Background: an optimization exercise with open tools, aiming at small area, a short achievable clock period and few clock cycles. Do not read the settings as production practice. RTL that was checked went through simulation tests only; none was proved equivalent to the original. Only the layout flow was run in run 1; the RTL was not checked for function there. No activity file was given, so power comes from the tool's default toggle rates.

===== design.v =====
`timescale 1ns/1ps
module preset_rom (
    input  logic [2:0]             preset,
    input  logic [5-1:0] row,
    output logic [40-1:0]  pattern
);
    always_comb begin
        pattern = '0;
        case (preset)
            3'd1: begin
                case (row)
                    5'd0:    pattern = (40'(7'b1) << (40 - (1) - (1)));
                    5'd1:    pattern = (40'(7'b11) << (40 - (2) - (2)));
                    5'd2:    pattern = (40'(7'b11) << (40 - (1) - (2)));
                    default: pattern = '0;
                endcase
            end
            3'd2: begin
                case (row)
                    5'd13, 5'd17:        pattern = (40'(7'b10101) << (40 - (17) - (5)));
                    5'd14, 5'd15, 5'd16: pattern = (40'(7'b10001) << (40 - (17) - (5)));
                    default:             pattern = '0;
                endcase
            end
            3'd3: begin
                case (row)
                    5'd13, 5'd14: pattern = (40'(7'b11011) << (40 - (17) - (5)));
                    5'd15:        pattern = (40'(7'b01010) << (40 - (17) - (5)));
                    5'd16, 5'd17: pattern = (40'(7'b1010101) << (40 - (16) - (7)));
                    5'd18:        pattern = (40'(7'b1100011) << (40 - (16) - (7)));
                    default:      pattern = '0;
                endcase
            end
            default: pattern = '0;    
        endcase
    end
endmodule
`timescale 1ns/1ps
module life_row_rule (
    input  logic [40-1:0] above,
    input  logic [40-1:0] middle,
    input  logic [40-1:0] below,
    output logic [40-1:0] next
);
    localparam int C = 40;
    logic [C+1:0] l, h;
    assign l[0] = 1'b0;
    assign h[0] = 1'b0;
    assign l[C+1] = 1'b0;
    assign h[C+1] = 1'b0;
    for (genvar i = 0; i < C; i++) begin : g_col
        assign {h[i+1], l[i+1]} = 2'(above[i]) + 2'(middle[i]) + 2'(below[i]);
    end
    for (genvar i = 0; i < C; i += 2) begin : g_pair
        logic [1:0] ph;
        logic       p0, k, z0, z1, z2;
        assign {k, p0} = 2'(l[i+1]) + 2'(l[i+2]);
        assign ph      = 2'(h[i+1]) + 2'(h[i+2]) + 2'(k);
        assign z0      = (ph == 2'd0);
        assign z1      = (ph == 2'd1);
        assign z2      = (ph == 2'd2);
        assign next[i]   = rule(z0, z1, z2, h[i],   l[i],   p0, middle[i]);
        assign next[i+1] = rule(z0, z1, z2, h[i+3], l[i+3], p0, middle[i+1]);
    end
    function automatic logic rule(input logic z0, input logic z1, input logic z2,
                                  input logic v1, input logic v0, input logic p0,
                                  input logic m);
        logic w1, w2;
        w1   = v1 ? z0 : z1;
        w2   = v1 ? z1 : z2;
        rule = (w1 && ((p0 ^ v0) || (m && p0 && v0))) || (w2 && m && !p0 && !v0);
    endfunction
endmodule
`timescale 1ns/1ps
module life_engine (
    input  logic                   clk,
    input  logic                   reset_n,
    input  logic                   preset_load,
    input  logic [2:0]             preset_sel,
    input  logic                   toggle,
    input  logic [6-1:0] cell_x,
    input  logic [5-1:0] cell_y,
    input  logic                   step,
    input  logic                   rd_en,
    input  logic [5-1:0] rd_row,
    output logic                   busy,
    output logic                   rd_valid,
    output logic [40-1:0]  rd_data
);
    localparam int C = 40;
    localparam int R = 30;
    localparam int K = 6;       
    localparam int G = R / K;                
    logic         busy_q;
    logic         op_pre, op_tgl, op_stp, op_rd;    
    logic         run_pre, run_stp;   
    logic [K-1:0] run_pre_r, run_stp_r;    
    logic [G-1:0] ptr;                
    logic [2:0]   sel_q;
    logic [4:0]   xh_q;               
    logic [7:0]   xl_q;               
    logic [G-1:0] y_grp;              
    logic [K-1:0] y_off;              
    logic [K-1:0] row_hit;            
    logic [K-1:0] row_hit2;           
    logic         accept;
    assign accept = !busy_q && (preset_load || toggle || step || rd_en);
    assign busy   = busy_q;
    logic [G-1:0]           y_grp_d;
    logic [K-1:0]           y_off_d;
    logic [4:0]             xh_d;
    logic [7:0]             xl_d;
    always_comb begin
        y_grp_d = '0;
        y_off_d = '0;
        for (int g = 0; g < G; g++)
            for (int j = 0; j < K; j++)
                if (cell_y == 5'(g * K + j)) begin
                    y_grp_d[g] = 1'b1;
                    y_off_d[j] = 1'b1;
                end
        xh_d = '0;
        xl_d = '0;
        for (int h = 0; h < 5; h++)
            if (cell_x[5:3] == 3'(h)) xh_d[h] = 1'b1;
        for (int l = 0; l < 8; l++)
            if (cell_x[2:0] == 3'(l)) xl_d[l] = 1'b1;
    end
    always_ff @(posedge clk) begin
        if (!busy_q) begin
            sel_q <= preset_sel;
            xh_q  <= xh_d;
            xl_q  <= xl_d;
            y_grp <= y_grp_d;
            y_off <= y_off_d;
        end
    end
    logic [G-1:0] ptr_nx;
    assign ptr_nx = {ptr[G-2:0], ptr[G-1]};
    logic tgl_here;       
    logic tgl_here2;      
    logic tgl_next;       
    localparam int Q2 = (G > 3) ? G - 2 : 0;
    logic [G-1:0] ptr_q2, ptr_nx_q2;     
    for (genvar g = 0; g < G; g++) begin : g_ptrq2
        assign ptr_q2[g]    = ptr[(g + G - Q2) % G];
        assign ptr_nx_q2[g] = ptr_nx[(g + G - Q2) % G];
    end
    logic turn_end;       
    assign tgl_here = |(ptr & y_grp);
    assign tgl_here2 = (Q2 > 0) && |(ptr_q2 & y_grp);
    assign tgl_next  = |(ptr_nx & y_grp) || ((Q2 > 0) && |(ptr_nx_q2 & y_grp));
    assign turn_end = (run_pre || run_stp) && ptr[G-1];
    logic pre_nx, stp_nx, tgl_nx, run_pre_nx, run_stp_nx;
    assign pre_nx     = op_pre && !turn_end;
    assign stp_nx     = op_stp && !turn_end;
    assign tgl_nx     = op_tgl && !tgl_here && !tgl_here2;
    assign run_pre_nx = pre_nx && (run_pre || ptr_nx[0]);
    assign run_stp_nx = stp_nx && (run_stp || ptr_nx[0]);
    assign run_pre    = run_pre_r[0];
    assign run_stp    = run_stp_r[0];
    always_ff @(posedge clk or negedge reset_n) begin
        if (!reset_n) begin
            busy_q   <= 1'b0;
            op_pre   <= 1'b0;
            op_tgl   <= 1'b0;
            op_stp   <= 1'b0;
            op_rd    <= 1'b0;
            ptr      <= G'(1);
            rd_valid <= 1'b0;
        end else begin
            ptr      <= ptr_nx;
            rd_valid <= op_rd;
            if (accept) begin
                op_pre <= preset_load;
                op_tgl <= !preset_load && toggle;
                op_stp <= !preset_load && !toggle && step;
                op_rd  <= !preset_load && !toggle && !step && rd_en;
                busy_q <= 1'b1;
            end else begin
                op_pre <= pre_nx;
                op_tgl <= tgl_nx;
                op_stp <= stp_nx;
                op_rd  <= 1'b0;
                busy_q <= ((pre_nx || stp_nx) && !((run_pre_nx || run_stp_nx) && ptr_nx[G-1])) ||
                          (tgl_nx && !tgl_next);
            end
        end
    end
    always_ff @(posedge clk) begin
        for (int j = 0; j < K; j++) begin
            if (accept) begin
                run_pre_r[j] <= preset_load && ptr_nx[0];
                run_stp_r[j] <= !preset_load && !toggle && step && ptr_nx[0];
            end else begin
                run_pre_r[j] <= pre_nx && (run_pre_r[j] || ptr_nx[0]);
                run_stp_r[j] <= stp_nx && (run_stp_r[j] || ptr_nx[0]);
            end
        end
    end
    always_ff @(posedge clk) begin
        if (accept) begin
            row_hit <= (!preset_load && toggle && |(ptr_nx & y_grp_d)) ? y_off_d : '0;
            row_hit2 <= (Q2 > 0 && !preset_load && toggle && |(ptr_nx_q2 & y_grp_d)) ? y_off_d : '0;
        end else begin
            row_hit <= (tgl_nx && |(ptr_nx & y_grp)) ? y_off : '0;
            row_hit2 <= (Q2 > 0 && tgl_nx && |(ptr_nx_q2 & y_grp)) ? y_off : '0;
        end
    end
    logic [R*C-1:0] grid;
    logic [C-1:0]   prev;      
    logic [C-1:0] head [0:K-1];
    for (genvar j = 0; j < K; j++) begin : g_head
        assign head[j] = grid[j*C +: C];
    end
    logic [C-1:0] above, below;
    assign above = prev;
    if (G > 2) begin : g_below
        logic [C-1:0] below_q;
        always_ff @(posedge clk) begin
            below_q <= ptr[G-2] ? '0 : grid[2*K*C +: C];
        end
        assign below = below_q;
    end else begin : g_below
        assign below = ptr[G-1] ? '0 : grid[K*C +: C];
    end
    logic [C-1:0] col_hit;
    for (genvar b = 0; b < C; b++) begin : g_colhit
        assign col_hit[b] = xh_q[(C - 1 - b) / 8] && xl_q[(C - 1 - b) % 8];
    end
    logic [K*C-1:0] eng_out;
    logic [K*C-1:0] tgl_mask2;     
    for (genvar j = 0; j < K; j++) begin : g_mask2
        assign tgl_mask2[j*C +: C] = row_hit2[j] ? col_hit : '0;
    end
    for (genvar j = 0; j < K; j++) begin : g_row
        logic [C-1:0] up, dn, nxt, pat, pass, keep;
        assign up = (j == 0)     ? above : head[(j == 0) ? 0 : j - 1];
        assign dn = (j == K - 1) ? below : head[(j == K - 1) ? 0 : j + 1];
        life_row_rule u_rule (
            .above  (up),
            .middle (head[j]),
            .below  (dn),
            .next   (nxt)
        );
        logic [C-1:0] pat_g [0:G-1];
        for (genvar g = 0; g < G; g++) begin : g_rom
            preset_rom u_rom (
                .preset  (sel_q),
                .row     (5'(g * K + j)),
                .pattern (pat_g[g])
            );
        end
        always_comb begin
            pat = '0;
            for (int g = 0; g < G; g++)
                pat = pat | (pat_g[g] & {C{ptr[g]}});
        end
        assign pass = head[j] ^ (row_hit[j] ? col_hit : '0);
        assign keep = run_pre_r[j] ? pat : pass;
        assign eng_out[j*C +: C] = run_stp_r[j] ? nxt : keep;
    end
    always_ff @(posedge clk) begin
        grid[(G-1)*K*C +: K*C] <= eng_out;
        for (int p = 0; p < G - 1; p++)
            if (Q2 > 0 && p == Q2 - 1)
                grid[p*K*C +: K*C] <= grid[(p+1)*K*C +: K*C] ^ tgl_mask2;
            else
                grid[p*K*C +: K*C] <= grid[(p+1)*K*C +: K*C];
        prev <= ptr[G-1] ? '0 : head[K-1];
    end
    logic [R-1:0] rd_sel, rd_sel_d;
    logic [C-1:0] rd_word;
    always_comb begin
        rd_sel_d = '0;
        for (int p = 0; p < G; p++)
            for (int j = 0; j < K; j++)
                for (int v = 0; v < G; v++)
                    if (ptr_nx[v] && rd_row == 5'(((v + p) % G) * K + j))
                        rd_sel_d[p*K + j] = 1'b1;
    end
    always_ff @(posedge clk) begin
        rd_sel <= rd_sel_d;
    end
    always_comb begin
        rd_word = '0;
        for (int q = 0; q < R; q++)
            rd_word = rd_word | (grid[q*C +: C] & {C{rd_sel[q]}});
    end
    always_ff @(posedge clk) begin
        rd_data <= rd_word;
    end
endmodule
`timescale 1ns/1ps
module life_top (
    input  logic                   clk,
    input  logic                   reset_n,
    input  logic                   preset_load,
    input  logic [2:0]             preset_sel,
    input  logic                   toggle,
    input  logic [6-1:0] cell_x,
    input  logic [5-1:0] cell_y,
    input  logic                   step,
    input  logic                   rd_en,
    input  logic [5-1:0] rd_row,
    output logic                   busy,
    output logic                   rd_valid,
    output logic [40-1:0]  rd_data
);
    life_engine u_life_engine (
        .clk         (clk),
        .reset_n     (reset_n),
        .preset_load (preset_load),
        .preset_sel  (preset_sel),
        .toggle      (toggle),
        .cell_x      (cell_x),
        .cell_y      (cell_y),
        .step        (step),
        .rd_en       (rd_en),
        .rd_row      (rd_row),
        .busy        (busy),
        .rd_valid    (rd_valid),
        .rd_data     (rd_data)
    );
endmodule

===== run.sh =====
#!/bin/bash
# synth_recipe.tcl (not shown) runs the flow's synth.tcl, then flattens the netlist and writes it again
# the make line also repeats each setting of config.mk as NAME=value (left out here)
make -C /OpenROAD-flow-scripts/flow DESIGN_CONFIG=/design/flow/config.mk WORK_HOME=/design/flow/orfs CLKGATE_MAP_FILE= SYNTH_SCRIPT=/design/flow/synth_recipe.tcl finish

===== config.mk =====
export PLATFORM = sky130hd
export DESIGN_NAME = life_top
export DESIGN_NICKNAME = life_top
export VERILOG_FILES = /design/flow/design.v
export SDC_FILE = /design/flow/constraint.sdc
export NUM_CORES = 4
export LEC_CHECK = 0
export CAP_MARGIN = 20
export CORE_MARGIN = 2
export CORE_UTILIZATION = 55
export CTS_CLUSTER_DIAMETER = 100
export CTS_CLUSTER_SIZE = 20
export SETUP_SLACK_MARGIN = 4.25
export SLEW_MARGIN = 20

===== constraint.sdc =====
create_clock -name core_clock -period 7.0 [get_ports {clk}]
set_input_delay 1.4000 -clock core_clock [delete_from_list [all_inputs] [get_ports {clk}]]
set_output_delay 1.4000 -clock core_clock [all_outputs]
set_load 0.01 [all_outputs]

==> results.yml, run 1 <==
final_layout:
  fillerInstances: 10490
  syn_to_final_growth_pct: 10.23
  drive_gt1_frac: 0.1346
  final_nets: 7546
timing:
  fin_crit_sh: 0.3975
  worst_clock_skew_ns: 0.04124
  slew_headroom: 0.1709
  worst_slew_pin_slew_ns: 1.244
  finalMaxSlewViolations: 0
  setup_viol: 0
  sum_of_negative_setup_slack_ns: 0
  maxClockFrequency_ghz: 0.3594
  final_period_minus_worst_setup_slack_ns: 2.783
  grt_setup_unrepaired: "true"
  hold_violations: 0
synth:
  synthesis.instances: 7020
  synth_top_flop_cell: "sky130_fd_sc_hd__dfxtp_1"
  synth_area_per_cell_um2: 9.808
  synth_most_common_cell: "sky130_fd_sc_hd__dfxtp_1"
  synth_area_leader_cell: "sky130_fd_sc_hd__dfxtp_1"
  post_synth_main_area_contributors: "sky130_fd_sc_hd__dfxtp_1 (40%), sky130_fd_sc_hd__fa_1 (10%), sky130_fd_sc_hd__a22oi_1 (6.5%), sky130_fd_sc_hd__xnor2_1 (6.1%), sky130_fd_sc_hd__nand2_1 (4.4%)"
  yosysSeqAreaShare: 0.4153
  syn_area_um2: 68850
  synth-seq-cells: 1412
  synthTopCellsByCount: "sky130_fd_sc_hd__dfxtp_1 (1374), sky130_fd_sc_hd__nand2_1 (801), sky130_fd_sc_hd__a22oi_1 (596)"
  mappedNetlistNets: 7525
  post-synth-top-area-fraction: 0.3995
  synth_async_sr_flop_share: 0.007790
  synth_enable_flop_cells: 27
  synthDistinctLibCells: 86
  yosys_warnings: 11
die:
  std_cell_rows: 129
  fp.coreArea_um2: 124000
  die_width_um: 357.8
  floorplan.initialDensity: 0.5555
  floorplan.die_area_um2: 128000
  ios: 67
  die_y_um: 357.8
setup_path:
  crit_buf_inv: 0
  worstReg2RegEnd: "u_life_engine.grid[1141]"
  crit_family: "adder cells"
  worstPathRequired_ns: 7.61
  worst_setup_path_end_kind: "register"
  critical_path_cell_count: 8
  cp-start-kind: "register"
  slowest_stage: "sky130_fd_sc_hd__fa_2"
  critPathMaxFanout: 8
  worst_r2r_startpoint: "u_life_engine.grid[181]"
  critical_path.startpoint: "u_life_engine.grid[181]"
  rrSetupSlack_ns: 4.22
  timing.critical_path.arrival_ns: 3.40
  critical_path_class: "reg -> reg"
  worst_r2r_path_depth: 8
  critical_path.endpoint: "u_life_engine.grid[1141]"
  timing.critical_path.slowest_cell_delay_ns: 0.62
  cp_cell_sequence: "fa_2 -> ha_1 -> fa_2 -> o22ai_1 -> a221o_1 -> a21oi_1 -> o21ai_0 -> o21ai_0"
power:
  report.power.total_uw: 15660
  powerDensity_nw_per_um2: 206.4
  worst_ir_drop_vdd_mv: 0.1684
  leakagePower_uw: 0.02803
hold_path:
  hold_path_class: "reg -> reg"
  hold_depth: 0
  hold_path.startpoint: "u_life_engine.grid[391]"
global_route:
  globalRouteOverflowTotal: 0
  antenna_found_initial: 12
  grt_util_all_layers: 0.4101
  grt_pass1_wl_mm: 383.4
  first_global_vias: 55840
  largest_net_degree_at_the_start_of_global_routing: 51
place:
  gp_congestion: 0.9548
  port-buffer-count: 66
  hpwlAfterDp_mm: 178.1
clock_tree:
  cts-htree-levels: 3
  clk-insertion-delay-late_ns: 0.71
  tritoncts: "done"
  hold_buf_count_cts: 0
  root_buffer: "sky130_fd_sc_hd__clkbuf_16"
  ctsLongestPathBuffers: 3
  numCtsBuffers: 81
  cts.clk_slew.worst_paths_ns: 0.10
  cts.sinks: 1412
drt:
  drt_wl_total_mm: 268.9
  vias_per_cell: 6.753
  detail_route.drc_violations: 0
  ant_nets: 0
  dr_total_vias: 58790
  detail_route.first_pass.iterations: 6
  initial_drc_count: 7045
  routed_wire_length_per_instance_um: 30.89
flow_run:
  max_cap_violations: 0
run_status:
  status: "finished clean"
-- layer usage --
metal / vias to the layer above / part of all wire / global-route usage / wire (µm)
met3: 906 / 0.11 / 0.09013 / 28630
met4: 10 / 0.068 / 0.2351 / 18300
li1: 25540 / - / - / -
met5: - / 0.00023 / 0 / 62
met2: 3459 / 0.44 / 0.6376 / 118700
met1: 28880 / 0.38 / 0.5283 / 103200
-- kinds of logic (layout without fill, tap and decap cells) --
| family | after synthesis | in the layout | share of synthesized area |
|---|---|---|---|
| DFF | 1412 | 1412 | 0.4153 |
| AOI/OAI and AO/OA | 1835 | 1835 | 0.1855 |
| xor gates and xnor gates | 678 | 678 | 0.08624 |
| other | 0 | 10 | 0 |
| adders and majority gates | 480 | 480 | 0.1265 |
| and+or+nand+nor | 2155 | 2155 | 0.1589 |
| buffers and inverters | 456 | 495 | 0.02700 |
| muxes | 4 | 4 | 0.0006723 |
-- repair_timing --
| item | in CTS | in global routing |
|---|---|---|
| pin swaps | 41 | 90 |
| setup endpoints to repair | 191 | 166 |
| setup buffers | 67 | 90 |
| cloned | 0 | 0 |
| gates resized for setup | 438 | 356 |
-- power breakdown --
group	internal (µW)	switching, µW	leakage (µW)
sequential	8320	407	0.0117
clock	2200	2790	0.00109
combinational	756	1190	0.0152
-- cells in the final DEF (no fill, tap or decap), types with 121 or more instances in the layout --
cell | netlist | layout
sky130_fd_sc_hd__dfxtp_4 | 0 | 206
sky130_fd_sc_hd__fa_2 | 0 | 210
sky130_fd_sc_hd__nand2_1 | 801 | 801
sky130_fd_sc_hd__fa_1 | 360 | 150
sky130_fd_sc_hd__nor2_1 | 345 | 341
sky130_fd_sc_hd__a22oi_1 | 596 | 596
sky130_fd_sc_hd__xor2_1 | 200 | 199
sky130_fd_sc_hd__nand3_1 | 121 | 121
sky130_fd_sc_hd__buf_4 | 0 | 218
sky130_fd_sc_hd__xnor2_1 | 478 | 474
sky130_fd_sc_hd__o21ai_0 | 390 | 359
sky130_fd_sc_hd__dfxtp_1 | 1374 | 1085
sky130_fd_sc_hd__nand4_1 | 170 | 170
sky130_fd_sc_hd__a21oi_1 | 157 | 157
sky130_fd_sc_hd__nor2b_1 | 135 | 135
-- through the flow --
stage | hold WS (ns) | worst slack (ns) | area (µm²) | std cells | utilization
5_1_grt | 0.3383 | 4.147 | 75870 | 8696 | 0.6121
3_3_place_gp | 0.3321 | 3.720 | 70780 | 8438 | 0.5710
2_1_floorplan | 0.3305 | 4.234 | 68900 | 7020 | -
6_report | 0.3301 | 4.217 | 75900 | 8706 | 0.6123
4_1_cts | 0.3279 | 4.201 | 74240 | 8606 | 0.5989
3_5_place_dp | 0.3358 | 3.671 | 70780 | 8438 | 0.5710
-- worst register-to-register path, stage by stage, from the launching register on --
cell and delay [ns]:
sky130_fd_sc_hd__dfxtp_4 0.46, sky130_fd_sc_hd__fa_2 0.56, sky130_fd_sc_hd__ha_1 0.26, sky130_fd_sc_hd__fa_2 0.62, sky130_fd_sc_hd__o22ai_1 0.10, sky130_fd_sc_hd__a221o_1 0.27
sky130_fd_sc_hd__a21oi_1 0.14, sky130_fd_sc_hd__o21ai_0 0.15, sky130_fd_sc_hd__o21ai_0 0.15
-- worst min path at each step --
stage | endpoint | slack [ns]
after global placement | u_life_engine.grid[281] | 0.33
after detailed placement | u_life_engine.grid[191] | 0.34
after floorplan | u_life_engine.grid[128] | 0.33
after CTS | u_life_engine.grid[224] | 0.33
final | u_life_engine.grid[151] | 0.33
after global routing | u_life_engine.grid[224] | 0.34
-- final cells by class --
cell class | instances | area, µm² | area share
clock buffer | 96 | 2168 | 0.02857
inverter | 103 | 386.6 | 0.005094
timing repair buffer | 291 | 2375 | 0.03129
tap | 1637 | 2048 | 0.02699
clock inverter | 5 | 55.05 | 0.0007254
sequential | 1412 | 29480 | 0.3884
multi-input combinational | 5152 | 39360 | 0.5186
antenna | 10 | 25.02 | 0.0003297
-- registers in the layout, summed over array words and instances (netlist names), 3 cells and up --
register and count:
u_life_engine.sel_q 3, u_life_engine.run_stp_r 6, u_life_engine.row_hit 6, u_life_engine.run_pre_r 6, u_life_engine.g_below.below_q 40, u_life_engine.grid 1200, u_life_engine.prev 40, u_life_engine.y_off 6
u_life_engine.ptr 5, u_life_engine.rd_sel 30, u_life_engine.y_grp 5, u_life_engine.xl_q 8, u_life_engine.rd_data 40, u_life_engine.row_hit2 6, u_life_engine.xh_q 5
==> run 2: changes to the inputs <==
--- a/design.v
+++ b/design.v
@@ -94,7 +94,6 @@
     logic         busy_q;
     logic         op_pre, op_tgl, op_stp, op_rd;    
     logic         run_pre, run_stp;   
-    logic [K-1:0] run_pre_r, run_stp_r;    
     logic [G-1:0] ptr;                
     logic [2:0]   sel_q;
     logic [4:0]   xh_q;               
@@ -157,8 +156,6 @@
     assign tgl_nx     = op_tgl && !tgl_here && !tgl_here2;
     assign run_pre_nx = pre_nx && (run_pre || ptr_nx[0]);
     assign run_stp_nx = stp_nx && (run_stp || ptr_nx[0]);
-    assign run_pre    = run_pre_r[0];
-    assign run_stp    = run_stp_r[0];
     always_ff @(posedge clk or negedge reset_n) begin
         if (!reset_n) begin
             busy_q   <= 1'b0;
@@ -188,21 +185,14 @@
         end
     end
     always_ff @(posedge clk) begin
-        for (int j = 0; j < K; j++) begin
-            if (accept) begin
-                run_pre_r[j] <= preset_load && ptr_nx[0];
-                run_stp_r[j] <= !preset_load && !toggle && step && ptr_nx[0];
-            end else begin
-                run_pre_r[j] <= pre_nx && (run_pre_r[j] || ptr_nx[0]);
-                run_stp_r[j] <= stp_nx && (run_stp_r[j] || ptr_nx[0]);
-            end
-        end
-    end
-    always_ff @(posedge clk) begin
         if (accept) begin
+            run_pre <= preset_load && ptr_nx[0];
+            run_stp <= !preset_load && !toggle && step && ptr_nx[0];
             row_hit <= (!preset_load && toggle && |(ptr_nx & y_grp_d)) ? y_off_d : '0;
             row_hit2 <= (Q2 > 0 && !preset_load && toggle && |(ptr_nx_q2 & y_grp_d)) ? y_off_d : '0;
         end else begin
+            run_pre <= run_pre_nx;
+            run_stp <= run_stp_nx;
             row_hit <= (tgl_nx && |(ptr_nx & y_grp)) ? y_off : '0;
             row_hit2 <= (Q2 > 0 && tgl_nx && |(ptr_nx_q2 & y_grp)) ? y_off : '0;
         end
@@ -257,8 +247,8 @@
                 pat = pat | (pat_g[g] & {C{ptr[g]}});
         end
         assign pass = head[j] ^ (row_hit[j] ? col_hit : '0);
-        assign keep = run_pre_r[j] ? pat : pass;
-        assign eng_out[j*C +: C] = run_stp_r[j] ? nxt : keep;
+        assign keep = run_pre ? pat : pass;
+        assign eng_out[j*C +: C] = run_stp ? nxt : keep;
     end
     always_ff @(posedge clk) begin
         grid[(G-1)*K*C +: K*C] <= eng_out;
--- a/config.mk
+++ b/config.mk
@@ -10,5 +10,5 @@
 export CORE_UTILIZATION = 55
 export CTS_CLUSTER_DIAMETER = 100
 export CTS_CLUSTER_SIZE = 20
-export SETUP_SLACK_MARGIN = 4.25
+export SETUP_SLACK_MARGIN = 4.35
 export SLEW_MARGIN = 20
==> run 2 against run 1 <==
Against the previous run:
- fmax increased by 3.3%
- cell area increased by 1.5%
- clock power increased by 1%
- via count increased by 0.19%
- global-route usage decreased by 1.3 points
- still clean on timing, DRC and antenna
- sequential power increased by 1%
- critical path type unchanged
- combinational power increased by 21%
- largest power group unchanged
- non-clock buffer count increased by 109
- power increased by 3.6%
- core utilization increased by 1.3 points
- area after synthesis decreased by 1.2%
==> results.yml, run 2 <==
clock_tree:
  hold_buf_count_cts: 0
  cts.sinks: 1402
  numCtsBuffers: 82
  tritoncts: "done"
  root_buffer: "sky130_fd_sc_hd__clkbuf_16"
  cts-htree-levels: 3
  clk-insertion-delay-late_ns: 0.72
  cts.clk_slew.worst_paths_ns: 0.09
  ctsLongestPathBuffers: 3
hold_path:
  worst_hold_path.endpoint: "u_life_engine.grid[59]"
  hold_depth: 0
  hold_path_class: "reg -> reg"
  hold_path.startpoint: "u_life_engine.grid[299]"
timing:
  hold_violations: 0
  grt_setup_unrepaired: "true"
  fin_crit_sh: 0.3847
  worst_clock_skew_ns: 0.03720
  sum_of_negative_setup_slack_ns: 0
  setup_viol: 0
  worst_slew_pin_slew_ns: 1.247
  final_period_minus_worst_setup_slack_ns: 2.693
  maxClockFrequency_ghz: 0.3713
  finalMaxSlewViolations: 0
  slew_headroom: 0.1687
setup_path:
  critical_path_class: "reg -> reg"
  timing.critical_path.arrival_ns: 3.28
  crit_buf_inv: 3
  worstPathRequired_ns: 7.59
  timing.critical_path.slowest_cell_delay_ns: 0.59
  rrSetupSlack_ns: 4.31
  slowest_stage: "sky130_fd_sc_hd__nor2_4"
  critPathMaxFanout: 46
  cp_cell_sequence: "buf_4 -> nor2_4 -> buf_6 -> buf_6 -> a32oi_1 -> o21ai_1"
  cp-start-kind: "register"
  worst_r2r_path_depth: 6
  worst_r2r_startpoint: "u_life_engine.run_pre"
  worstReg2RegEnd: "u_life_engine.grid[1163]"
  crit_family: "buffers and inverters"
  critical_path.startpoint: "u_life_engine.run_pre"
  worst_setup_path_end_kind: "register"
  path_common_cell: "sky130_fd_sc_hd__buf_6"
place:
  port-buffer-count: 66
  gp_congestion: 0.9237
  hpwlAfterDp_mm: 164.9
synth:
  mappedNetlistNets: 7466
  synth-simple-area-share: 0.1513
  post-synth-top-area-fraction: 0.4015
  post_synth_fa_ha_maj_area_fraction: 0.1281
  synth_top_family_by_area: "compound AO/OA/AOI/OAI gates"
  syn_area_um2: 68000
  share_of_the_synthesized_area_in_compound_gates_ao_oa_aoi_oai: 0.1948
  synth_async_sr_flop_share: 0.007846
  yosys_warnings: 11
  synthesis.instances: 6961
  synthTopCellsByCount: "sky130_fd_sc_hd__dfxtp_1 (1364), sky130_fd_sc_hd__nand2_1 (816), sky130_fd_sc_hd__a22oi_1 (623)"
  synth.area.mux_share: 0.0006072
  yosysSeqAreaShare: 0.4175
  synth_most_common_cell: "sky130_fd_sc_hd__dfxtp_1"
  yosys.area_share.xor_xnor: 0.08101
  synth_area_leader_cell: "sky130_fd_sc_hd__dfxtp_1"
  synth_enable_flop_cells: 27
  synth-seq-cells: 1402
  synth_area_per_cell_um2: 9.769
  synth_top_flop_cell: "sky130_fd_sc_hd__dfxtp_1"
  post_synth_main_area_contributors: "sky130_fd_sc_hd__dfxtp_1 (40%), sky130_fd_sc_hd__fa_1 (11%), sky130_fd_sc_hd__a22oi_1 (6.9%), sky130_fd_sc_hd__xnor2_1 (5.1%), sky130_fd_sc_hd__nand2_1 (4.5%)"
  synthDistinctLibCells: 76
final_layout:
  largest_reg_flops: 1200
  final_nets: 7598
  drive_gt1_frac: 0.1766
  largest_register: "u_life_engine.grid"
  most_frequent_cells_in_the_layout: "sky130_fd_sc_hd__dfxtp_1 (1075), sky130_fd_sc_hd__nand2_1 (811), sky130_fd_sc_hd__a22oi_1 (621)"
  final_util: 0.6255
  final_common_cell: "sky130_fd_sc_hd__dfxtp_1"
  syn_to_final_growth_pct: 13.28
power:
  powerDensity_nw_per_um2: 210.6
  worst_ir_drop_vdd_mv: 0.2186
  leakagePower_uw: 0.02843
die:
  die_width_um: 355.6
  ios: 67
  floorplan.initialDensity: 0.5522
  floorplan.die_area_um2: 126500
  std_cell_rows: 129
  die_y_um: 355.6
  fp.coreArea_um2: 123200
drt:
  detail_route.drc_violations: 0
  detail_route.first_pass.iterations: 6
  ant_nets: 0
  initial_drc_count: 7199
  drt_wl_total_mm: 260.4
  dr_total_vias: 58900
  routed_wire_length_per_instance_um: 29.73
  vias_per_cell: 6.726
global_route:
  largest_net_degree_at_the_start_of_global_routing: 95
  grt_util_all_layers: 0.3971
  first_global_vias: 55610
  grt_pass1_wl_mm: 372.2
  globalRouteOverflowTotal: 0
  antenna_found_initial: 8
flow_run:
  max_cap_violations: 0
run_status:
  status: "finished clean"
run 2: cell count changes in the layout (fill, tap and decap cells not counted), sizes merged, moves of 27 or more:
cell,previous run,this run
nor2b,136,85
nor2,347,405
o21ai,394,332
o311ai,21,53
dlygate4sd2,31,1
xor2,200,231
a22oi,596,623
buf,227,373
a32oi,12,47
nand3b,54,12
nand3,121,169
xnor2,478,398
a211o,37,67
nand4,170,139
run 2: cell type report:
type / count / area, µm²
Antenna cell: 8 / 20.02
Clock buffer: 93 / 2136
Clock inverter: 11 / 161.4
Fill cell: 10240 / 46120
Inverter: 115 / 444.2
Multi-Input combinational cell: 5092 / 39780
Sequential cell: 1402 / 29340
Tap cell: 1637 / 2048
Timing Repair Buffer: 400 / 3102
run 2: worst max-delay path by stage:
stage | cells after the start | slack, ns | endpoint
floorplan | 8 | 4.35 | u_life_engine.grid[1053]
global placement | 6 | 3.55 | u_life_engine.row_hit2[0]
detailed placement | 6 | 3.53 | u_life_engine.row_hit2[3]
CTS | 1 | 4.21 | rd_data[8]
global route | 6 | 4.21 | u_life_engine.grid[1127]
finish | 6 | 4.31 | u_life_engine.grid[1163]
run 2: what timing repair did:
item / 4_1_cts / 5_1_grt
resized for setup: 770 / 420
pin swaps: 99 / 222
setup endpoints to repair: 294 / 218
buffers inserted: 132 / 142
cloned: 1 / 1
run 2: worst reg2reg max path: cells and delay by family (launching register included):
kind	cells	cell delay, ns
buffers and inverters	3	1.30
AND/OR/NAND/NOR	1	0.59
AO/OA/AOI/OAI	2	0.36
flip-flops	1	0.32
run 2: logic make-up after synthesis:
| logic type | after synthesis |
|---|---|
| flops | 1402 |
| simple gates | 2112 |
| xor+xnor | 629 |
| fa+ha+maj | 480 |
| compound gates | 1866 |
| mux | 4 |
| buf+inv | 468 |
run 2: metrics by stage:
stage               instances  hold slack [ns]  power [µW]  setup slack, ns  area (µm²)
floorplan                6961           0.3307       10320            4.350       68070
global placement         8370           0.3312       10950            3.553       70000
detailed placement       8370           0.3346       11020            3.527       70000
CTS                      8607           0.3372       16000            4.207       74530
global route             8751           0.3421       16770            4.206       77020
finish                   8758           0.3351       16230            4.307       77030
run 2: per-layer routing:
layer / global-route usage / up-vias / share of wire / wire length (µm)
met4: 0.2206 / 6 / 0.064 / 16560
li1: - / 25700 / - / -
met1: 0.5222 / 28990 / 0.39 / 102500
met3: 0.09301 / 843 / 0.11 / 27670
met5: 0 / - / 0.00020 / 51
met2: 0.6033 / 3362 / 0.44 / 113600
run 2: report_power, final:
part | switching, µW | internal (µW)
Clock | 2820 | 2230
Combinational | 1400 | 948
Sequential | 489 | 8340
Total | 4710 | 11500
Testbench counts of run 2, summed over its fixed seeds: cycles 4,317.
==> run 3: changes to the inputs <==
--- a/config.mk
+++ b/config.mk
@@ -10,5 +10,5 @@
 export CORE_UTILIZATION = 55
 export CTS_CLUSTER_DIAMETER = 100
 export CTS_CLUSTER_SIZE = 20
-export SETUP_SLACK_MARGIN = 4.35
+export SETUP_SLACK_MARGIN = 4.0
 export SLEW_MARGIN = 20
==> run 3 against run 2 <==
Against the previous run:
- fmax decreased by 9.6%
- critical path type unchanged
- combinational power down 12%
- critical path depth unchanged
- global-route usage up 1.1 points
- wire length up 1.2%
- die area unchanged
- highest routed layer unchanged
- clock-buffer cell count rose by 1
- clock power down 2%
- hold slack got worse by 0.0012 ns
==> results.yml, run 3 <==
final_layout:
  syn_to_final_growth_pct: 6.660
  final_nets: 7319
  largest_register: "u_life_engine.grid"
  final_common_cell: "sky130_fd_sc_hd__dfxtp_1"
  fillerInstances: 10590
  drive_gt1_frac: 0.06425
  largest_reg_flops: 1200
  instances_no_fill: 8477
  most_frequent_cells_in_the_layout: "sky130_fd_sc_hd__dfxtp_1 (1154), sky130_fd_sc_hd__nand2_1 (815), sky130_fd_sc_hd__a22oi_1 (623)"
place:
  gp_congestion: 0.9217
  hpwlAfterDp_mm: 168.3
  place.detailed.instances: 8369
  port-buffer-count: 66
drt:
  vias_per_cell: 6.862
  detail_route.first_pass.iterations: 6
  ant_nets: 0
  initial_drc_count: 7421
  dr_total_vias: 58170
  routed_wire_length_per_instance_um: 31.10
  drt_wl_total_mm: 263.6
  detail_route.drc_violations: 0
run_status:
  status: "finished clean"
power:
  leakagePower_uw: 0.02727
  powerDensity_nw_per_um2: 219.0
  worst_ir_drop_vdd_mv: 0.2428
die:
  std_cell_rows: 129
  ios: 67
  die_width_um: 355.6
  fp.coreArea_um2: 123200
  die_y_um: 355.6
  floorplan.die_area_um2: 126500
  floorplan.initialDensity: 0.5522
timing:
  maxClockFrequency_ghz: 0.3358
  worst_slew_pin_slew_ns: 1.296
  finalMaxSlewViolations: 0
  slew_headroom: 0.1360
  fin_crit_sh: 0.4254
  sum_of_negative_setup_slack_ns: 0
  worst_clock_skew_ns: 0.02654
  setup_viol: 0
  final_period_minus_worst_setup_slack_ns: 2.978
  hold_violations: 0
  grt_setup_unrepaired: "true"
global_route:
  first_global_vias: 55080
  globalRouteOverflowTotal: 0
  grt_util_all_layers: 0.4079
  largest_net_degree_at_the_start_of_global_routing: 121
  antenna_found_initial: 15
  grt_pass1_wl_mm: 379.6
synth:
  synth-seq-cells: 1402
  synthesis.instances: 6961
  synth_most_common_cell: "sky130_fd_sc_hd__dfxtp_1"
  synthTopCellsByCount: "sky130_fd_sc_hd__dfxtp_1 (1364), sky130_fd_sc_hd__nand2_1 (816), sky130_fd_sc_hd__a22oi_1 (623)"
  yosysSeqAreaShare: 0.4175
  synth_enable_flop_cells: 27
  synth_top_flop_cell: "sky130_fd_sc_hd__dfxtp_1"
  syn_area_um2: 68000
  synth_area_leader_cell: "sky130_fd_sc_hd__dfxtp_1"
  synth_area_per_cell_um2: 9.769
  mappedNetlistNets: 7466
  synth_async_sr_flop_share: 0.007846
  yosys_warnings: 11
  post_synth_main_area_contributors: "sky130_fd_sc_hd__dfxtp_1 (40%), sky130_fd_sc_hd__fa_1 (11%), sky130_fd_sc_hd__a22oi_1 (6.9%), sky130_fd_sc_hd__xnor2_1 (5.1%), sky130_fd_sc_hd__nand2_1 (4.5%)"
  synthDistinctLibCells: 76
  post-synth-top-area-fraction: 0.4015
clock_tree:
  cts-htree-levels: 3
  numCtsBuffers: 80
  ctsLongestPathBuffers: 3
  cts.sinks: 1402
  root_buffer: "sky130_fd_sc_hd__clkbuf_16"
  tritoncts: "done"
  cts.clk_slew.worst_paths_ns: 0.09
  clk-insertion-delay-late_ns: 0.72
  hold_buf_count_cts: 0
setup_path:
  crit_buf_inv: 3
  worstPathRequired_ns: 7.59
  timing.critical_path.arrival_ns: 3.57
  cp-start-kind: "register"
  timing.critical_path.slowest_cell_delay_ns: 0.79
  critical_path.startpoint: "u_life_engine.run_pre"
  critical_path_class: "reg -> reg"
  worst_r2r_startpoint: "u_life_engine.run_pre"
  worst_setup_path_end_kind: "register"
  slowest_stage: "sky130_fd_sc_hd__dfxtp_1"
  cp_cell_sequence: "inv_1 -> buf_4 -> nand2_8 -> buf_6 -> o22ai_1 -> a311o_1"
  critPathMaxFanout: 58
  crit_family: "buffers and inverters"
hold_path:
  hold_path.startpoint: "u_life_engine.grid[380]"
  hold_path_class: "reg -> reg"
flow_run:
  max_cap_violations: 0
==> run 3: cell count changes in the layout (fill, tap and decap cells not counted), moves of 29 or more <==
cell / previous run / this run
sky130_fd_sc_hd__nor4b_2: 38 / 6
sky130_fd_sc_hd__buf_2: 37 / 0
sky130_fd_sc_hd__fa_2: 261 / 30
sky130_fd_sc_hd__buf_4: 316 / 55
sky130_fd_sc_hd__dfxtp_4: 230 / 49
sky130_fd_sc_hd__o311ai_0: 13 / 42
sky130_fd_sc_hd__o21ai_0: 259 / 330
sky130_fd_sc_hd__nor4b_1: 18 / 60
sky130_fd_sc_hd__fa_1: 99 / 330
sky130_fd_sc_hd__dfxtp_2: 59 / 161
sky130_fd_sc_hd__dfxtp_1: 1075 / 1154
sky130_fd_sc_hd__ha_1: 87 / 120
sky130_fd_sc_hd__o21ai_1: 58 / 2
==> run 3: report_power, final <==
part / internal, µW / switching (µW) / leakage [µW]
logic: 761 / 1310 / 0.0147
registers: 8380 / 494 / 0.0115
clock network: 2150 / 2790 / 0.00107
==> run 3: repair_timing <==
item                       4_1_cts  5_1_grt
gates resized for setup         77      165
pin swaps                        0        0
setup endpoints to repair      119      105
hold endpoints to repair         0        0
buffers inserted                 0        0
==> run 3: per-layer routing <==
layer | part of all wire | vias up | GRT usage | routed length [µm]
met5 | 0.00038 | - | 0 | 100
met2 | 0.44 | 3588 | 0.6295 | 116100
li1 | - | 25120 | - | -
met1 | 0.39 | 28600 | 0.5373 | 103200
met3 | 0.11 | 845 | 0.08661 | 28200
met4 | 0.061 | 14 | 0.2181 | 16020
==> run 3: cell families (layout without fill, tap and decap cells) <==
family / count (synthesis) / after routing / synth area share
other cells: 0 / 7 / 0
mux: 4 / 4 / 0.0006072
buf+inv: 468 / 340 / 0.02668
simple gates: 2112 / 2112 / 0.1513
fa+ha+maj: 480 / 480 / 0.1281
xor+xnor: 629 / 629 / 0.08101
compound gates: 1866 / 1866 / 0.1948
flops: 1402 / 1402 / 0.4175
==> run 3: path summary, 6_finish.rpt <==
kind                                             to  depth (start not counted)  slack (ns)
setup / recovery           u_life_engine.grid[1037]                          6        4.02
setup reg to reg           u_life_engine.grid[1037]                          6        4.02
max in group asynchronous      u_life_engine.ptr[4]                          1        5.49
hold / removal              u_life_engine.grid[140]                          0        0.33
hold reg to reg             u_life_engine.grid[140]                          0        0.33
min in group asynchronous      u_life_engine.ptr[1]                          1        1.06
==> run 3: final cells by class <==
type                    instances  area, µm²  area share
diodes                          7      17.52   0.0002415
clock buffers                  94       2107     0.02905
clock inverters                 7      98.84    0.001363
inverters                     115      436.7    0.006020
multi-input cells            5091      37940      0.5231
flip-flops and latches       1402      28790      0.3969
well taps                    1637       2048     0.02824
repair buffers                124       1095     0.01509
==> run 3: per-stage QoR <==
step                      area [µm²]  worst slack (ns)  hold WS [ns]  total power (µW)  utilization
after global routing           72520             3.925        0.3378             16380       0.5889
after global placement         69950             3.555        0.3322             10970       0.5680
final                          72530             4.022        0.3338             15880       0.5890
after detailed placement       69950             3.501        0.3358             11040       0.5680
after CTS                      72220             4.000        0.3427             15820       0.5865
after floorplan                68000             4.156        0.3308             10320            -
==> run 3: worst reg2reg max path, cell delays in order (launching register included) <==
cell                      delay (ns)
sky130_fd_sc_hd__dfxtp_1        0.79
sky130_fd_sc_hd__inv_1          0.18
sky130_fd_sc_hd__buf_4          0.29
sky130_fd_sc_hd__nand2_8        0.51
sky130_fd_sc_hd__buf_6          0.58
sky130_fd_sc_hd__o22ai_1        0.18
sky130_fd_sc_hd__a311o_1        0.34
==> run 4: changes to the inputs <==
--- a/config.mk
+++ b/config.mk
@@ -10,5 +10,5 @@
 export CORE_UTILIZATION = 55
 export CTS_CLUSTER_DIAMETER = 100
 export CTS_CLUSTER_SIZE = 20
-export SETUP_SLACK_MARGIN = 4.0
+export SETUP_SLACK_MARGIN = 4.25
 export SLEW_MARGIN = 20
==> run 4 against run 3 <==
Against the previous run:
- cell area grew 3.2%
- sequential power is essentially flat
- combinational power grew 6%
- first-iteration DRC count shrank 1.6%
- hold slack lost 0.00070 ns
- register-to-register slack gained 0.21 ns
- largest cell class unchanged
- die area is the same
- critical path depth grew 2
==> results.yml, run 4 <==
final_layout:
  final_common_cell: "sky130_fd_sc_hd__dfxtp_1"
  syn_to_final_growth_pct: 10.11
  largest_reg_flops: 1200
  most_frequent_cells_in_the_layout: "sky130_fd_sc_hd__dfxtp_1 (1078), sky130_fd_sc_hd__nand2_1 (815), sky130_fd_sc_hd__a22oi_1 (622)"
  largest_register: "u_life_engine.grid"
  final_nets: 7469
  drive_gt1_frac: 0.1256
synth:
  synth_most_common_cell: "sky130_fd_sc_hd__dfxtp_1"
  mappedNetlistNets: 7466
  synthDistinctLibCells: 76
  synth_async_sr_flop_share: 0.007846
  synth-seq-cells: 1402
  synth_top_flop_cell: "sky130_fd_sc_hd__dfxtp_1"
  syn_area_um2: 68000
  post-synth-top-area-fraction: 0.4015
  yosys_warnings: 11
  synth_enable_flop_cells: 27
  synthesis.instances: 6961
  yosysSeqAreaShare: 0.4175
  synth_area_per_cell_um2: 9.769
  post_synth_main_area_contributors: "sky130_fd_sc_hd__dfxtp_1 (40%), sky130_fd_sc_hd__fa_1 (11%), sky130_fd_sc_hd__a22oi_1 (6.9%), sky130_fd_sc_hd__xnor2_1 (5.1%), sky130_fd_sc_hd__nand2_1 (4.5%)"
  synth_area_leader_cell: "sky130_fd_sc_hd__dfxtp_1"
  synthTopCellsByCount: "sky130_fd_sc_hd__dfxtp_1 (1364), sky130_fd_sc_hd__nand2_1 (816), sky130_fd_sc_hd__a22oi_1 (623)"
timing:
  slew_headroom: 0.2199
  fin_crit_sh: 0.3951
  worst_slew_pin_slew_ns: 1.170
  worst_clock_skew_ns: 0.03527
  maxClockFrequency_ghz: 0.3616
  final_period_minus_worst_setup_slack_ns: 2.766
  grt_setup_unrepaired: "true"
  finalMaxSlewViolations: 0
  sum_of_negative_setup_slack_ns: 0
  hold_violations: 0
  setup_viol: 0
run_status:
  status: "finished clean"
power:
  leakagePower_uw: 0.02795
  combinationalPowerShare: 0.137
  worst_ir_drop_vdd_mv: 0.2139
  switchingPower_uw: 4623
  powerDensity_nw_per_um2: 214.0
  clk_network_pwr_share: 0.312
  power.sequential.fraction: 0.552
  report.power.total_uw: 16020
  intPower_uw: 11400
  net_sw_frac: 0.2885
die:
  std_cell_rows: 129
  floorplan.initialDensity: 0.5522
  ios: 67
  floorplan.die_area_um2: 126500
  die_width_um: 355.6
  fp.coreArea_um2: 123200
  die_y_um: 355.6
drt:
  drt_wl_total_mm: 264.7
  detail_route.first_pass.iterations: 6
  routed_wire_length_per_instance_um: 30.69
  ant_nets: 0
  initial_drc_count: 7299
  dr_total_vias: 58920
  vias_per_cell: 6.832
  detail_route.drc_violations: 0
setup_path:
  timing.critical_path.arrival_ns: 3.36
  critPathMaxFanout: 7
  worst_setup_path_end_kind: "register"
  critical_path_class: "reg -> reg"
  timing.critical_path.slowest_cell_delay_ns: 0.68
  cp_cell_sequence: "fa_2 -> ha_1 -> fa_2 -> nand2_1 -> o21ai_0 -> a221oi_2 -> o211ai_1 -> o311ai_2"
  worst_r2r_path_depth: 8
  worstPathRequired_ns: 7.60
  critical_path.startpoint: "u_life_engine.grid[16]"
  worst_r2r_startpoint: "u_life_engine.grid[16]"
  cp-start-kind: "register"
  critical_path.endpoint: "u_life_engine.grid[1017]"
  rrSetupSlack_ns: 4.23
  slowest_stage: "sky130_fd_sc_hd__fa_2"
  path_common_cell: "sky130_fd_sc_hd__fa_2"
  worstReg2RegEnd: "u_life_engine.grid[1017]"
place:
  hpwlAfterDp_mm: 167.6
  port-buffer-count: 66
  gp_congestion: 0.9204
global_route:
  first_global_vias: 55400
  grt_util_all_layers: 0.4069
  antenna_found_initial: 13
  globalRouteOverflowTotal: 0
  grt_pass1_wl_mm: 378.1
  largest_net_degree_at_the_start_of_global_routing: 102
flow_run:
  max_cap_violations: 0
clock_tree:
  root_buffer: "sky130_fd_sc_hd__clkbuf_16"
  tritoncts: "done"
  cts.clk_slew.worst_paths_ns: 0.09
  numCtsBuffers: 80
  cts-htree-levels: 3
  ctsLongestPathBuffers: 3
  clk-insertion-delay-late_ns: 0.72
  cts.sinks: 1402
hold_path:
  hold_path.startpoint: "u_life_engine.grid[291]"
  hold_path_class: "reg -> reg"
==> run 4: final cells by class <==
class	instances	area (µm²)
fillers	10370	48280
multi-input cells	5091	38660
flip-flops and latches	1402	29220
repair buffers	274	2278
clock buffers	97	2192
well taps	1637	2048
inverters	115	436.7
clock inverters	4	33.78
diodes	4	10.01
==> run 4: metrics by stage <==
| step | instance area (µm²) | instances | hold slack, ns | utilization | worst slack (ns) |
|---|---|---|---|---|---|
| 2_1_floorplan | 68020 | 6961 | 0.3307 | - | 4.256 |
| 3_3_place_gp | 69990 | 8373 | 0.3328 | 0.5683 | 3.505 |
| 3_5_place_dp | 69990 | 8373 | 0.3359 | 0.5683 | 3.524 |
| 4_1_cts | 73360 | 8526 | 0.3334 | 0.5957 | 4.180 |
| 5_1_grt | 74870 | 8621 | 0.3401 | 0.6079 | 4.122 |
| 6_report | 74880 | 8624 | 0.3331 | 0.6080 | 4.234 |
==> run 4: critical path: cells and delay by family, from the launching register on <==
| family | cells | cell delay (ns) |
|---|---|---|
| compound gates | 4 | 0.75 |
| flops | 1 | 0.39 |
| fa+ha+maj | 3 | 1.37 |
| simple gates | 1 | 0.14 |
==> run 4: what timing repair did <==
action / in CTS / in global routing
buffers inserted: 52 / 94
resized for setup: 468 / 297
pin swaps: 31 / 79
hold buffers: 0 / 0
endpoints found under the setup margin: 261 / 193
==> run 4: metal layers <==
layer / wire length [µm] / global-route usage / part of all wire / vias up
li1: - / - / - / 25430
met2: 115600 / 0.6212 / 0.44 / 3663
met4: 17960 / 0.2411 / 0.068 / 6
met1: 102200 / 0.5370 / 0.39 / 28950
met5: 40 / 0 / 0.00015 / -
met3: 28880 / 0.07959 / 0.11 / 875
==> run 4: cells by family (layout without fill, tap and decap cells) <==
group           Yosys count  count (layout)  share of synthesized area
fa+ha+maj               480             480                     0.1281
compound gates         1866            1866                     0.1948
mux                       4               4                  0.0006072
other cells               0               4                          0
flops                  1402            1402                     0.4175
xor+xnor                629             629                    0.08101
buf+inv                 468             490                    0.02668
simple gates           2112            2112                     0.1513
==> run 4: power groups by stage <==
stage               clock (µW)  sequential (µW)  combinational [µW]
global route              5300             8870                2380
CTS                       5020             8840                2050
finish                    4990             8840                2190
floorplan                    0             8810                1510
detailed placement           0             9040                2000
global placement             0             9030                1930
==> run 4: worst min-delay path by stage <==
stage / endpoint / slack, ns / cells past startpoint
after floorplan: u_life_engine.grid[171] / 0.33 / 0
after global placement: u_life_engine.grid[325] / 0.33 / 0
after detailed placement: u_life_engine.grid[445] / 0.34 / 0
after CTS: u_life_engine.grid[443] / 0.33 / 0
after global routing: u_life_engine.grid[213] / 0.34 / 0
final: u_life_engine.grid[51] / 0.33 / 0
==> run 5: changes to the inputs <==
--- a/config.mk
+++ b/config.mk
@@ -10,5 +10,5 @@
 export CORE_UTILIZATION = 55
 export CTS_CLUSTER_DIAMETER = 100
 export CTS_CLUSTER_SIZE = 20
-export SETUP_SLACK_MARGIN = 4.25
+export SETUP_SLACK_MARGIN = 4.15
 export SLEW_MARGIN = 20
==> run 5 against run 4 <==
Against the previous run:
- hold slack lost 0.0014 ns
- highest routed layer unchanged
- core utilization shrank 1.0 points
- wire length is essentially flat
- fmax shrank 2.1%
- cell count shrank 0.92%
- non-clock buffer count shrank 89
- register-to-register slack lost 0.02 ns
- flip-flop and latch count is the same
- clock skew grew 0.0031 ns
- largest cell class unchanged
- clock power shrank 0.8%
==> results.yml, run 5 <==
timing:
  fin_crit_sh: 0.4037
  setup_viol: 0
  grt_setup_unrepaired: "true"
  slew_headroom: 0.1577
  maxClockFrequency_ghz: 0.3539
  worst_slew_pin_slew_ns: 1.263
  worst_clock_skew_ns: 0.03835
  sum_of_negative_setup_slack_ns: 0
  finalMaxSlewViolations: 0
  final_period_minus_worst_setup_slack_ns: 2.826
  hold_violations: 0
synth:
  synth_area_leader_cell: "sky130_fd_sc_hd__dfxtp_1"
  syn_area_um2: 68000
  synth_most_common_cell: "sky130_fd_sc_hd__dfxtp_1"
  synth-seq-cells: 1402
  synth_enable_flop_cells: 27
  synth_top_flop_cell: "sky130_fd_sc_hd__dfxtp_1"
  yosys_warnings: 11
  synth_area_per_cell_um2: 9.769
  mappedNetlistNets: 7466
  yosysSeqAreaShare: 0.4175
  synthTopCellsByCount: "sky130_fd_sc_hd__dfxtp_1 (1364), sky130_fd_sc_hd__nand2_1 (816), sky130_fd_sc_hd__a22oi_1 (623)"
  synthesis.instances: 6961
  synthDistinctLibCells: 76
  post-synth-top-area-fraction: 0.4015
  post_synth_main_area_contributors: "sky130_fd_sc_hd__dfxtp_1 (40%), sky130_fd_sc_hd__fa_1 (11%), sky130_fd_sc_hd__a22oi_1 (6.9%), sky130_fd_sc_hd__xnor2_1 (5.1%), sky130_fd_sc_hd__nand2_1 (4.5%)"
  synth_async_sr_flop_share: 0.007846
run_status:
  status: "finished clean"
place:
  hpwlAfterDp_mm: 168.3
  gp_congestion: 0.9217
  placedInstanceArea_um2: 69950
  port-buffer-count: 66
  place.detailed.instances: 8369
die:
  std_cell_rows: 129
  die_y_um: 355.6
  floorplan.initialDensity: 0.5522
  die_width_um: 355.6
  ios: 67
  fp.coreArea_um2: 123200
  floorplan.die_area_um2: 126500
clock_tree:
  cts.clk_slew.worst_paths_ns: 0.09
  ctsLongestPathBuffers: 3
  cts-htree-levels: 3
  tritoncts: "done"
  cts.sinks: 1402
  numCtsBuffers: 80
  root_buffer: "sky130_fd_sc_hd__clkbuf_16"
  hold_buf_count_cts: 0
  clk-insertion-delay-late_ns: 0.71
setup_path:
  cp-start-kind: "register"
  worst_setup_path_end_kind: "output port"
  crit_buf_inv: 1
  worstReg2RegEnd: "u_life_engine.grid[1124]"
  worstPathRequired_ns: 5.60
  critical_path_class: "reg -> out"
  slowest_stage: "sky130_fd_sc_hd__dfxtp_1"
  timing.critical_path.arrival_ns: 1.43
  rrSetupSlack_ns: 4.21
  worst_r2r_startpoint: "u_life_engine.grid[205]"
  cp_cell_sequence: "dlygate4sd2_1"
  crit_family: "flip-flops"
  worst_r2r_path_depth: 8
  critPathMaxFanout: 2
  timing.critical_path.slowest_cell_delay_ns: 0.42
drt:
  drt_wl_total_mm: 264.5
  routed_wire_length_per_instance_um: 30.95
  detail_route.drc_violations: 0
  dr_total_vias: 58540
  vias_per_cell: 6.850
  initial_drc_count: 7628
  ant_nets: 0
  detail_route.first_pass.iterations: 6
global_route:
  grt_pass1_wl_mm: 379.8
  grt_util_all_layers: 0.4081
  antenna_found_initial: 17
  largest_net_degree_at_the_start_of_global_routing: 121
  globalRouteOverflowTotal: 0
  first_global_vias: 55060
final_layout:
  final_common_cell: "sky130_fd_sc_hd__dfxtp_1"
  syn_to_final_growth_pct: 8.269
  drive_gt1_frac: 0.09472
  largest_register: "u_life_engine.grid"
  instances_no_fill: 8545
  most_frequent_cells_in_the_layout: "sky130_fd_sc_hd__dfxtp_1 (1091), sky130_fd_sc_hd__nand2_1 (815), sky130_fd_sc_hd__a22oi_1 (623)"
  finalInstanceArea_um2: 73630
  largest_reg_flops: 1200
  final_nets: 7380
hold_path:
  hold_path_class: "reg -> reg"
  hold_depth: 0
  hold_path.startpoint: "u_life_engine.grid[380]"
  worst_hold_path.endpoint: "u_life_engine.grid[140]"
power:
  powerDensity_nw_per_um2: 216.4
  leakagePower_uw: 0.02763
  report.power.total_uw: 15930
  worst_ir_drop_vdd_mv: 0.2423
flow_run:
  max_cap_violations: 0
run 5: per-layer routing:
| metal | vias to the layer above | track usage | wire [µm] |
|---|---|---|---|
| met2 | 3690 | 0.6293 | 116700 |
| met4 | 14 | 0.2195 | 15810 |
| met1 | 28730 | 0.5370 | 103400 |
| met5 | - | 0 | 98 |
| li1 | 25260 | - | - |
| met3 | 849 | 0.08738 | 28520 |
run 5: logic make-up after synthesis:
| kind of cell | after synthesis | synth area share |
|---|---|---|
| compound gates | 1866 | 0.1948 |
| xor+xnor | 629 | 0.08101 |
| fa+ha+maj | 480 | 0.1281 |
| buf+inv | 468 | 0.02668 |
| flops | 1402 | 0.4175 |
| mux | 4 | 0.0006072 |
| simple gates | 2112 | 0.1513 |
run 5: how the worst max path moves through the flow:
stage,startpoint,end,slack [ns],cells after the start
final,u_life_engine.rd_data[6],rd_data[6],4.17,1
after global placement,cell_y[3],u_life_engine.row_hit2[1],3.55,6
after floorplan,u_life_engine.grid[171],u_life_engine.grid[1170],4.16,9
after CTS,u_life_engine.grid[36],u_life_engine.grid[1037],4.08,8
after detailed placement,cell_y[3],u_life_engine.row_hit2[0],3.50,6
after global routing,u_life_engine.grid[123],u_life_engine.grid[1042],4.10,9
run 5: per-stage QoR:
step / worst slack (ns) / hold WS, ns / util
2_1_floorplan: 4.156 / 0.3308 / -
3_3_place_gp: 3.555 / 0.3322 / 0.5680
3_5_place_dp: 3.501 / 0.3358 / 0.5680
4_1_cts: 4.084 / 0.3361 / 0.5886
5_1_grt: 4.098 / 0.3376 / 0.5976
6_report: 4.174 / 0.3317 / 0.5979
run 5: cell type report:
cell class                 count  area, µm²
antenna                       14      35.03
multi-input combinational   5091      38280
tap                         1637       2048
fill                       10500      49530
sequential                  1402      29100
timing repair buffer         185       1524
inverter                     115      436.7
clock inverter                 7      98.84
clock buffer                  94       2107
run 5: repair_timing:
action	in CTS	in global routing
setup buffers	1	60
pin swaps	1	39
setup endpoints to repair	200	181
gates resized for setup	260	275
run 5: power by group:
group	total [µW]	switching, µW	internal [µW]
combinational	2130	1330	799
clock	4950	2800	2150
sequential	8850	495	8360
total	15900	4630	11300
==> run 6: changes to the inputs <==
--- a/config.mk
+++ b/config.mk
@@ -7,8 +7,8 @@
 export LEC_CHECK = 0
 export CAP_MARGIN = 20
 export CORE_MARGIN = 2
-export CORE_UTILIZATION = 55
+export CORE_UTILIZATION = 50
 export CTS_CLUSTER_DIAMETER = 100
 export CTS_CLUSTER_SIZE = 20
-export SETUP_SLACK_MARGIN = 4.15
+export SETUP_SLACK_MARGIN = 4.1
 export SLEW_MARGIN = 20
==> run 6 against run 5 <==
Against the previous run:
- first-iteration DRC count decreased by 5.1%
- die area grew 9.9%
- combinational power fell by 2%
- via count down 1.2%
- register-to-register slack worse by 0.11 ns
- clock skew up 0.0016 ns
- non-clock buffer count fell by 23
- flip-flop and latch count stayed put
- cell count rose by 1.4%
- worst setup slack worse by 0.079 ns
- largest cell class unchanged
==> results.yml, run 6 <==
clock_tree:
  tritoncts: "done"
  ctsLongestPathBuffers: 3
  cts.sinks: 1402
  clk-insertion-delay-late_ns: 0.74
  cts.clk_slew.worst_paths_ns: 0.10
  cts-htree-levels: 3
  numCtsBuffers: 80
  root_buffer: "sky130_fd_sc_hd__clkbuf_16"
drt:
  initial_drc_count: 7242
  detail_route.first_pass.iterations: 6
  dr_total_vias: 57810
  detail_route.drc_violations: 0
  vias_per_cell: 6.670
  ant_nets: 0
  drt_wl_total_mm: 262.3
  routed_wire_length_per_instance_um: 30.27
synth:
  syn_area_um2: 68000
  yosysSeqAreaShare: 0.4175
  synthesis.instances: 6961
  yosys_warnings: 11
  synth_top_flop_cell: "sky130_fd_sc_hd__dfxtp_1"
  synthTopCellsByCount: "sky130_fd_sc_hd__dfxtp_1 (1364), sky130_fd_sc_hd__nand2_1 (816), sky130_fd_sc_hd__a22oi_1 (623)"
  mappedNetlistNets: 7466
  synth-seq-cells: 1402
  synthDistinctLibCells: 76
  post-synth-top-area-fraction: 0.4015
  synth_async_sr_flop_share: 0.007846
  synth_most_common_cell: "sky130_fd_sc_hd__dfxtp_1"
  post_synth_main_area_contributors: "sky130_fd_sc_hd__dfxtp_1 (40%), sky130_fd_sc_hd__fa_1 (11%), sky130_fd_sc_hd__a22oi_1 (6.9%), sky130_fd_sc_hd__xnor2_1 (5.1%), sky130_fd_sc_hd__nand2_1 (4.5%)"
  synth_area_leader_cell: "sky130_fd_sc_hd__dfxtp_1"
  synth_area_per_cell_um2: 9.769
  synth_enable_flop_cells: 27
timing:
  worst_slew_pin_slew_ns: 1.245
  hold_violations: 0
  slew_headroom: 0.1701
  maxClockFrequency_ghz: 0.3442
  worst_clock_skew_ns: 0.03990
  sum_of_negative_setup_slack_ns: 0
  setup_viol: 0
  finalMaxSlewViolations: 0
  fin_ws_ns: 4.095
  final_period_minus_worst_setup_slack_ns: 2.905
  grt_setup_unrepaired: "true"
  fin_crit_sh: 0.4150
place:
  place_ws_ns: 3.459
  place.detailed.instances: 8511
  hpwlAfterDp_mm: 167.1
  gp_congestion: 0.9146
  port-buffer-count: 66
  placedInstanceArea_um2: 70120
global_route:
  globalRouteOverflowTotal: 0
  first_global_vias: 55060
  antenna_found_initial: 14
  grt_util_all_layers: 0.3666
  grt_pass1_wl_mm: 377.5
  largest_net_degree_at_the_start_of_global_routing: 63
power:
  powerDensity_nw_per_um2: 217.0
  worst_ir_drop_vdd_mv: 0.1958
  report.power.total_uw: 15910
  leakagePower_uw: 0.02754
die:
  std_cell_rows: 135
  die_y_um: 372.8
  floorplan.initialDensity: 0.5026
  fp.coreArea_um2: 135300
  die_width_um: 372.8
  floorplan.die_area_um2: 139000
  ios: 67
flow_run:
  max_cap_violations: 0
setup_path:
  critPathMaxFanout: 35
  timing.critical_path.arrival_ns: 3.52
  timing.critical_path.slowest_cell_delay_ns: 0.86
  path_common_cell: "sky130_fd_sc_hd__buf_4"
  cp-start-kind: "register"
  worst_setup_path_end_kind: "register"
  slowest_stage: "sky130_fd_sc_hd__dfxtp_1"
  worstPathRequired_ns: 7.62
  critical_path_class: "reg -> reg"
  cp_cell_sequence: "clkinvlp_4 -> buf_4 -> nand2_4 -> buf_4 -> o22ai_1 -> a311o_1"
final_layout:
  instances_no_fill: 8667
  final_nets: 7357
  drive_gt1_frac: 0.08162
  syn_to_final_growth_pct: 7.814
  largest_register: "u_life_engine.grid"
  largest_reg_flops: 1200
  most_frequent_cells_in_the_layout: "sky130_fd_sc_hd__dfxtp_1 (1105), sky130_fd_sc_hd__nand2_1 (815), sky130_fd_sc_hd__a22oi_1 (623)"
  fillerInstances: 11880
  final_common_cell: "sky130_fd_sc_hd__dfxtp_1"
  finalInstanceArea_um2: 73320
run_status:
  status: "finished clean"
hold_path:
  hold_path_class: "reg -> reg"
-- run 6: cell counts after synthesis --
Identical to the previous run, type by type.
-- run 6: critical path, delay by kind of cell, from the launching register on --
| family | cells | cell delay, ns |
|---|---|---|
| flip-flops | 1 | 0.86 |
| buffers and inverters | 3 | 1.03 |
| AO/OA/AOI/OAI | 2 | 0.51 |
| AND/OR/NAND/NOR | 1 | 0.34 |
-- run 6: logic make-up (layout without fill, tap and decap cells) --
kind of cell | count (synthesis) | after routing | synth area share
adder cells (fa/ha/maj) | 480 | 480 | 0.1281
XOR/XNOR | 629 | 629 | 0.08101
AO/OA/AOI/OAI | 1866 | 1866 | 0.1948
AND/OR/NAND/NOR | 2112 | 2112 | 0.1513
other | 0 | 13 | 0
buffers and inverters | 468 | 380 | 0.02668
multiplexers | 4 | 4 | 0.0006072
flip-flops | 1402 | 1402 | 0.4175
-- run 6: what timing repair did --
action | in CTS | in global routing
pin swaps | 0 | 22
hold buffers | 0 | 0
setup endpoints to repair | 160 | 174
hold endpoints to repair | 0 | 0
buffers inserted | 6 | 34
resized for setup | 168 | 248
-- run 6: final cells by class --
class | count | area [µm²] | share of cell area
clock inverters | 6 | 50.05 | 0.0006826
repair buffers | 162 | 1380 | 0.01882
well taps | 1781 | 2228 | 0.03039
inverters | 115 | 440.4 | 0.006007
flip-flops and latches | 1402 | 28990 | 0.3954
diodes | 13 | 32.53 | 0.0004437
clock buffers | 97 | 2140 | 0.02918
multi-input cells | 5091 | 38050 | 0.5190
-- run 6: final timing paths --
| kind | start | to | slack, ns | cells past startpoint |
|---|---|---|---|---|
| min in group asynchronous | reset_n | u_life_engine.op_rd | 1.03 | 1 |
| worst max-delay path | u_life_engine.run_pre | u_life_engine.grid[1037] | 4.10 | 6 |
| max in group asynchronous | reset_n | u_life_engine.ptr[3] | 5.56 | 1 |
| worst max register to register | u_life_engine.run_pre | u_life_engine.grid[1037] | 4.10 | 6 |
| worst min-delay path | u_life_engine.grid[277] | u_life_engine.grid[37] | 0.32 | 0 |
| worst min register to register | u_life_engine.grid[277] | u_life_engine.grid[37] | 0.32 | 0 |
-- run 6: power by group --
| part | switching (µW) | internal [µW] | leakage, µW | total [µW] |
|---|---|---|---|---|
| logic | 1310 | 778 | 0.0149 | 2080 |
| registers | 507 | 8370 | 0.0116 | 8870 |
| clock network | 2790 | 2160 | 0.00106 | 4950 |
| total | 4600 | 11300 | 0.0275 | 15900 |
-- run 6: layer usage --
layer  up-vias  global-route usage  routed length, µm
met1     28440              0.4730             102000
met5         -                   0                 43
met2      3314              0.5781             117900
met4         6              0.2095              17200
li1      25220                   -                  -
met3       838             0.06802              25220
-- run 6: stage by stage --
stage	util	hold WS, ns
6_report	0.5419	0.3219
4_1_cts	0.5361	0.3266
5_1_grt	0.5417	0.3299
2_1_floorplan	-	0.3308
3_3_place_gp	0.5182	0.3329
3_5_place_dp	0.5182	0.3365

==> static timing again, ports no longer ideal <==
Ports are ideal in the flow. The routed layouts listed here were re-timed in OpenROAD. Step 1, drivers: a clkbuf_16 drives clk and a buf_2 each remaining input, both assumed. Step 2 moves the port delays by t, midway between the first and last clock arrival at a register: inputs arrive t later, outputs are due t later. That takes back most of the time a late clock gives input paths. Three values: no drivers, after step 1, after step 2; two values: the first two.
run	t, ns	setup WS [ns]	clock arrival spread, ns	worst slew at a driven data input, ns
run 1	0.767	4.217 / 4.182 / 3.704	0.043 / 0.044	0.13
run 2	0.786	4.307 / 4.265 / 3.777	0.041 / 0.041	0.15
run 3	0.782	4.022 / 3.945 / 3.477	0.037 / 0.037	0.05
run 4	0.786	4.234 / 4.178 / 3.788	0.039 / 0.039	0.05
run 5	0.782	4.174 / 4.090 / 3.541	0.044 / 0.044	0.05
run 6	0.797	4.095 / 4.074 / 3.560	0.042 / 0.041	0.14
After both steps setup and hold are still met in every run listed. For run 5, which loses most, drivers alone change the setup slack by -0.084 ns; drivers and shift together by -0.633 ns.
